This design comes from an exercise in tuning for small area and a short achievable clock period on the open sky130 flow, not from production work.
Function was checked by simulation only, so behaviour that the tests miss may differ from the original.
Power and IR drop assume default switching activity.

===== flow/constraint.sdc =====
create_clock -name core_clock -period 5.0 [get_ports {clk}]
set_input_delay 1.0000 -clock core_clock [delete_from_list [all_inputs] [get_ports {clk}]]
set_output_delay 1.0000 -clock core_clock [all_outputs]
set_load 0.01 [all_outputs]

===== flow/config.mk =====
export PLATFORM = sky130hd
export DESIGN_NAME = aes_round_top
export DESIGN_NICKNAME = aes_round_top
export VERILOG_FILES = /design/flow/design.v
export SDC_FILE = /design/flow/constraint.sdc
export NUM_CORES = 4
export LEC_CHECK = 0
export CAP_MARGIN = 20
export CORE_MARGIN = 2
export CORE_UTILIZATION = 30
export PLACE_DENSITY = 0.45
export SLEW_MARGIN = 20

===== flow/design.v =====
`default_nettype none
package aes_math_pkg;
  localparam logic [7:0] poly_reduce = 8'h1b;
  localparam logic [2047:0] sbox = {
    128'h637c777bf26b6fc53001672bfed7ab76,
    128'hca82c97dfa5947f0add4a2af9ca472c0,
    128'hb7fd9326363ff7cc34a5e5f171d83115,
    128'h04c723c31896059a071280e2eb27b275,
    128'h09832c1a1b6e5aa0523bd6b329e32f84,
    128'h53d100ed20fcb15b6acbbe394a4c58cf,
    128'hd0efaafb434d338545f9027f503c9fa8,
    128'h51a3408f929d38f5bcb6da2110fff3d2,
    128'hcd0c13ec5f974417c4a77e3d645d1973,
    128'h60814fdc222a908846eeb814de5e0bdb,
    128'he0323a0a4906245cc2d3ac629195e479,
    128'he7c8376d8dd54ea96c56f4ea657aae08,
    128'hba78252e1ca6b4c6e8dd741f4bbd8b8a,
    128'h703eb5664803f60e613557b986c11d9e,
    128'he1f8981169d98e949b1e87e9ce5528df,
    128'h8ca1890dbfe6426841992d0fb054bb16
  };
  function automatic logic [7:0] sub_byte(input logic [7:0] b);
    sub_byte = sbox[2047 - 8 * b -: 8];
  endfunction
  function automatic logic [7:0] xtime(input logic [7:0] b);
    logic [7:0] shifted;
    shifted = {b[6:0], 1'b0};
    if (b[7]) begin
      shifted = shifted ^ poly_reduce;
    end
    xtime = shifted;
  endfunction
  function automatic logic [7:0] mul3(input logic [7:0] b);
    mul3 = xtime(b) ^ b;
  endfunction
endpackage
`default_nettype wire
`timescale 1ns/1ns
`default_nettype none
module aes_mix_column (
  input  wire [31:0] col_in,
  output wire [31:0] col_out
);
  wire [7:0] a0;
  wire [7:0] a1;
  wire [7:0] a2;
  wire [7:0] a3;
  assign a0 = col_in[31:24];
  assign a1 = col_in[23:16];
  assign a2 = col_in[15:8];
  assign a3 = col_in[7:0];
  assign col_out[31:24] = aes_math_pkg::xtime(a0) ^ aes_math_pkg::mul3(a1) ^ a2 ^ a3;
  assign col_out[23:16] = a0 ^ aes_math_pkg::xtime(a1) ^ aes_math_pkg::mul3(a2) ^ a3;
  assign col_out[15:8]  = a0 ^ a1 ^ aes_math_pkg::xtime(a2) ^ aes_math_pkg::mul3(a3);
  assign col_out[7:0]   = aes_math_pkg::mul3(a0) ^ a1 ^ a2 ^ aes_math_pkg::xtime(a3);
endmodule
`default_nettype wire
`timescale 1ns/1ns
`default_nettype none
module aes_sub_shift_stage (
  input  wire          clk,
  input  wire          rst,
  input  wire          in_valid,
  input  wire [256:0]  in_data,
  output reg           s1_valid,
  output reg  [256:0]  s1_data
);
  wire [127:0] in_state;
  wire [127:0] subbed;
  wire [127:0] shifted;
  assign in_state = in_data[256:129];
  for (genvar c = 0; c < 4; c++) begin : g_col
    for (genvar r = 0; r < 4; r++) begin : g_row
      assign subbed[127 - 32*c - 8*r -: 8] =
        aes_math_pkg::sub_byte(in_state[127 - 32*c - 8*r -: 8]);
      assign shifted[127 - 32*c - 8*r -: 8] =
        subbed[127 - 32*((c + r) % 4) - 8*r -: 8];
    end
  end
  always @(posedge clk) begin
    if (rst) begin
      s1_valid <= 1'b0;
    end else begin
      s1_valid <= in_valid;
    end
  end
  always @(posedge clk) begin
    if (in_valid) begin
      s1_data <= {shifted, in_data[128:0]};
    end
  end
endmodule
`default_nettype wire
`timescale 1ns/1ns
`default_nettype none
module aes_mix_key_stage (
  input  wire          clk,
  input  wire          rst,
  input  wire          s1_valid,
  input  wire [256:0]  s1_data,
  output reg           out_valid,
  output reg  [127:0]  out_state
);
  wire [127:0] mixed;
  wire [127:0] keyed;
  for (genvar c = 0; c < 4; c++) begin : g_col
    aes_mix_column u_mix (
      .col_in  (s1_data[256 - 32*c -: 32]),
      .col_out (mixed[127 - 32*c -: 32])
    );
  end
  assign keyed = s1_data[0] ? mixed : (mixed ^ s1_data[128:1]);
  always @(posedge clk) begin
    if (rst) begin
      out_valid <= 1'b0;
    end else begin
      out_valid <= s1_valid;
    end
  end
  always @(posedge clk) begin
    if (s1_valid) begin
      out_state <= keyed;
    end
  end
endmodule
`default_nettype wire
`timescale 1ns/1ns
`default_nettype none
module aes_round_top (
  input  wire          clk,
  input  wire          rst,
  input  wire          in_valid,
  input  wire [256:0]  in_data,
  output wire          out_valid,
  output wire [127:0]  out_state
);
  wire          s1_valid;
  wire [256:0]  s1_data;
  aes_sub_shift_stage u_sub_shift (
    .clk      (clk),
    .rst      (rst),
    .in_valid (in_valid),
    .in_data  (in_data),
    .s1_valid (s1_valid),
    .s1_data  (s1_data)
  );
  aes_mix_key_stage u_mix_key (
    .clk       (clk),
    .rst       (rst),
    .s1_valid  (s1_valid),
    .s1_data   (s1_data),
    .out_valid (out_valid),
    .out_state (out_state)
  );
endmodule
`default_nettype wire

===== flow/run.sh =====
#!/bin/bash
# synth_recipe.tcl (not shown) runs the flow's synth.tcl, then flattens the netlist and writes it again
# the make line also repeats each setting of config.mk as NAME=value (left out here)
make -C /OpenROAD-flow-scripts/flow DESIGN_CONFIG=/design/flow/config.mk WORK_HOME=/design/flow/orfs CLKGATE_MAP_FILE= SYNTH_SCRIPT=/design/flow/synth_recipe.tcl finish

==> impl_results.md <==
- Most frequent cells in the layout: 817 x o21ai_0, 806 x nand2_1, 799 x a21oi_1, 681 x nor2_1, 502 x xnor2_1
- First-pass GRT wire length: 564000 um
- Multiplexer share of the synthesized area: 0.0356
- Max Clk Rate: 259 MHz
- Area leader, netlist: edfxtp_1
- Hold EP: u_mix_key.out_state[97]
- # Post-CTS Setup Buffers: 0
- Reg-to-Reg Start: u_sub_shift.s1_data[0]
- Clock latency on the worst-skew pair: 0.73 ns
- I/O Buffers: 388
- Hold depth: 1
- Cell Area, Synth: 0.0702 mm^2
- Pleak: 26.3 nW
- Synthesized area per cell: 7.10 um^2
- CTS H-tree depth: 2
- Origin of the worst setup path: in_data[202]
- Synth-to-Final Area Change: 11.3%
- Via count: 86.1k
- DR WL/cell: 30.4 um
- Worst EP arrival: 4.28 ns
- CTS tree: yes
- Actual slew at the worst max-slew pin: 1.18 ns
- Register area share after synthesis: 0.165
- Setup TNS: 0 ns
- Max Root-Sink Buffers: 3
- Synth top area cells: edfxtp_1 16%, xnor2_1 6.3%, o21ai_0 5.8%
- Share of cells above drive strength 1: 0.0811
- Crit path required time: 5.41 ns
- Synth cell types: 102
- Grt total ovfl: 0
- # nets final: 10.1k
- Synthesized net count: 10.4k
- Clock-pin slew on the worst setup and hold paths: 0.07 ns
- FFs w/ async S/R, synth: 0
- Synth Area in Simple Gates: 0.253
- Max-Cap Viols: 0
- RSZ-0062 raised after global routing: no
- Initial antenna violation count: 44
- Multi-input logic area: 0.0532 mm^2
- Hold buffer count at CTS: 0
- Post-DP HPWL: 278000 um
- Slew HR: 0.204
- Post-synth EDFFs: 385
- Slew Viols, Final: 0
- Core Region: 0.233 mm^2
- Worst reg2reg setup slack: 2.23 ns
- Largest net degree at the start of global routing: 132
- Total Wirelength: 388000 um
- Final instance area: 0.0781 mm^2
- CTS resizes: 0
- Post-placement cell area: 0.0761 mm^2
- Most common cell after layout, fill and taps aside: o21ai_0
- CP Capture Type: flop
- Synth Area in Compound Gates: 0.353
- Filler cells: 25.1k
- Yosys top cell area share: 0.165
- Num Clock Sinks: 387
- Gr usage total: 0.308
- Largest family of logic cells by synthesized area: compound AO/OA/AOI/OAI gates
- Die Ht: 488 um
- Number of global-route vias before repair: 79.2k
- CTS Root Cell: clkbuf_16
- Reg2reg path depth: 6
- CP Max Fanout: 27
- Final Hold Violating Endpoints: 0
- Min-delay worst type: reg -> reg
- I/O pins: 389
- Drt initial violations: 15.8k
- Post-synthesis xor/xnor area fraction: 0.0740
- Final antenna-violating net count: 0
- Post-route clock period utilization: 0.774
- Start point of the worst hold path: u_sub_shift.s1_data[234]
- Worst setup path category: in -> reg
- Die Area: 0.238 mm^2
- Drt via density: 6.76
- TritonCTS buffer count: 56
- Yosys warns: 3
- RePlAce Congestion: 1.05
- Register area: 0.0116 mm^2
- R2R Path End: u_mix_key.out_state[36]
- Synth Flop Type: edfxtp_1
- Worst Clk Skew: 0.0520 ns
- Minimum clock period: 3.87 ns
- Synth Instances: 9884
- Initial Utilization: 0.302
- Die X: 488 um
- Power per cell area: 244 mW/mm^2
- Highest ir drop seen on vdd: 0.306 mV
- Synth Area in Adders: 0.0429
- First-pass DRT Iterations: 9
- # DRC: 0
- Number of synthesized register bits: 387
- Row cnt: 177
- Status: complete, no violations
- Setup violators final: 0
- Startpoint types: input port
## stage by stage
step / util / worst slack (ns) / power [W] / std cells / hold WS (ns)
final: 0.336 / 1.13 / 0.0190 / 12700 / 0.658
after detailed placement: 0.327 / 0.568 / 0.0145 / 12600 / 0.632
after floorplan: - / 1.39 / 0.0108 / 9884 / 0.608
after CTS: 0.336 / 1.36 / 0.0189 / 12700 / 0.652
after global placement: 0.327 / 0.533 / 0.0147 / 12600 / 0.649
after global routing: 0.336 / 1.09 / 0.0199 / 12700 / 0.669
## flip-flops by register name, summed over array words and instances (netlist names)
signal / count
u_mix_key.out_state: 128
u_sub_shift.s1_valid: 1
u_mix_key.out_valid: 1
u_sub_shift.s1_data: 257
## layer usage
metal / track usage / part of all wire / wire [um]
met1: 0.423 / 0.41 / 157000
met2: 0.464 / 0.43 / 166000
met3: 0.0676 / 0.12 / 45100
met4: 0.120 / 0.048 / 18600
met5: 0 / 0.00045 / 174
## where the power goes
| group | internal, W | switching [W] |
|---|---|---|
| registers | 0.00441 | 0.000536 |
| clock network | 0.00244 | 0.00182 |
| logic | 0.00377 | 0.00608 |
| total | 0.0106 | 0.00843 |
## how the worst max path moves through the flow
| stage | depth (start not counted) | slack, ns | to |
|---|---|---|---|
| 3_5_place_dp | 10 | 0.57 | u_sub_shift.s1_data[143] |
| 3_3_place_gp | 10 | 0.53 | u_sub_shift.s1_data[165] |
| 5_1_grt | 10 | 1.09 | u_sub_shift.s1_data[143] |
| 6_report | 10 | 1.13 | u_sub_shift.s1_data[143] |
| 2_1_floorplan | 11 | 1.39 | u_sub_shift.s1_data[183] |
| 4_1_cts | 10 | 1.36 | u_sub_shift.s1_data[143] |
## critical path: stages
cell and delay (ns):
clkdlybuf4s50_1 0.60, buf_4 0.38, ha_1 0.59, buf_4 0.26, nand2b_1 0.16, a21oi_1 0.19, a211oi_1 0.07, a311oi_1 0.27
a21oi_1 0.08, o311ai_0 0.66
## cells in the mapped netlist, drive strengths merged (84+ instances only)
cell type and instances:
a311oi 159, ha 240, xnor2 502, o311ai 158, nand2 806, and2 106, xor2 91, or2 84
nor2 685, nand2b 369, nand3 365, edfxtp 385, nor2b 366, clkbuf 629, a31oi 265, o21ai 826
nor3 375, inv 122, o211ai 226, a21oi 800, o22ai 84, buf 496, o31ai 111, a211oi 195
## layout make-up
class                   instances  area share
well taps                    3043      0.0488
flip-flops and latches        387       0.149
clock inverters                40     0.00599
clock buffers                  66      0.0184
diodes                         17    0.000545
multi-input cells            8225       0.681
inverters                     147     0.00707
repair buffers                811      0.0895
## cells by family (layout without fill, tap and decap cells)
group	Yosys count	in the layout
compound gates	3684	3684
simple gates	3542	3542
buf+inv	1272	1064
xor+xnor	593	593
flops	387	387
fa+ha+maj	241	241
mux	165	165
other cells	0	17

[separate check: timing with driven ports]
The flow's constraints put no driver on any port. The routed layout listed below was extracted and timed again, unchanged, in two steps.
Step 1 (the two cells are an assumption about what drives the block):
set clk [get_ports {clk}]
set_driving_cell -lib_cell sky130_fd_sc_hd__clkbuf_16 $clk
set_driving_cell -lib_cell sky130_fd_sc_hd__buf_2 [delete_from_list [all_inputs] $clk]
Step 2 adds t to the input delays and takes it off the output delays; t is the mean of the earliest and latest rising clock arrival at the registers after step 1. Input paths then give back, and output paths get back, about the clock's delay inside the block.
a / b / c = ideal ports / drivers / drivers and shift; a / b = the first two.
t, ns: 0.786
setup WS [ns]: 1.132 / 1.119 / 0.332
worst setup path at the end: input to register
After both steps this run still meets setup and hold. For this run, drivers alone change the setup slack by -0.013 ns; drivers and shift together by -0.800 ns.
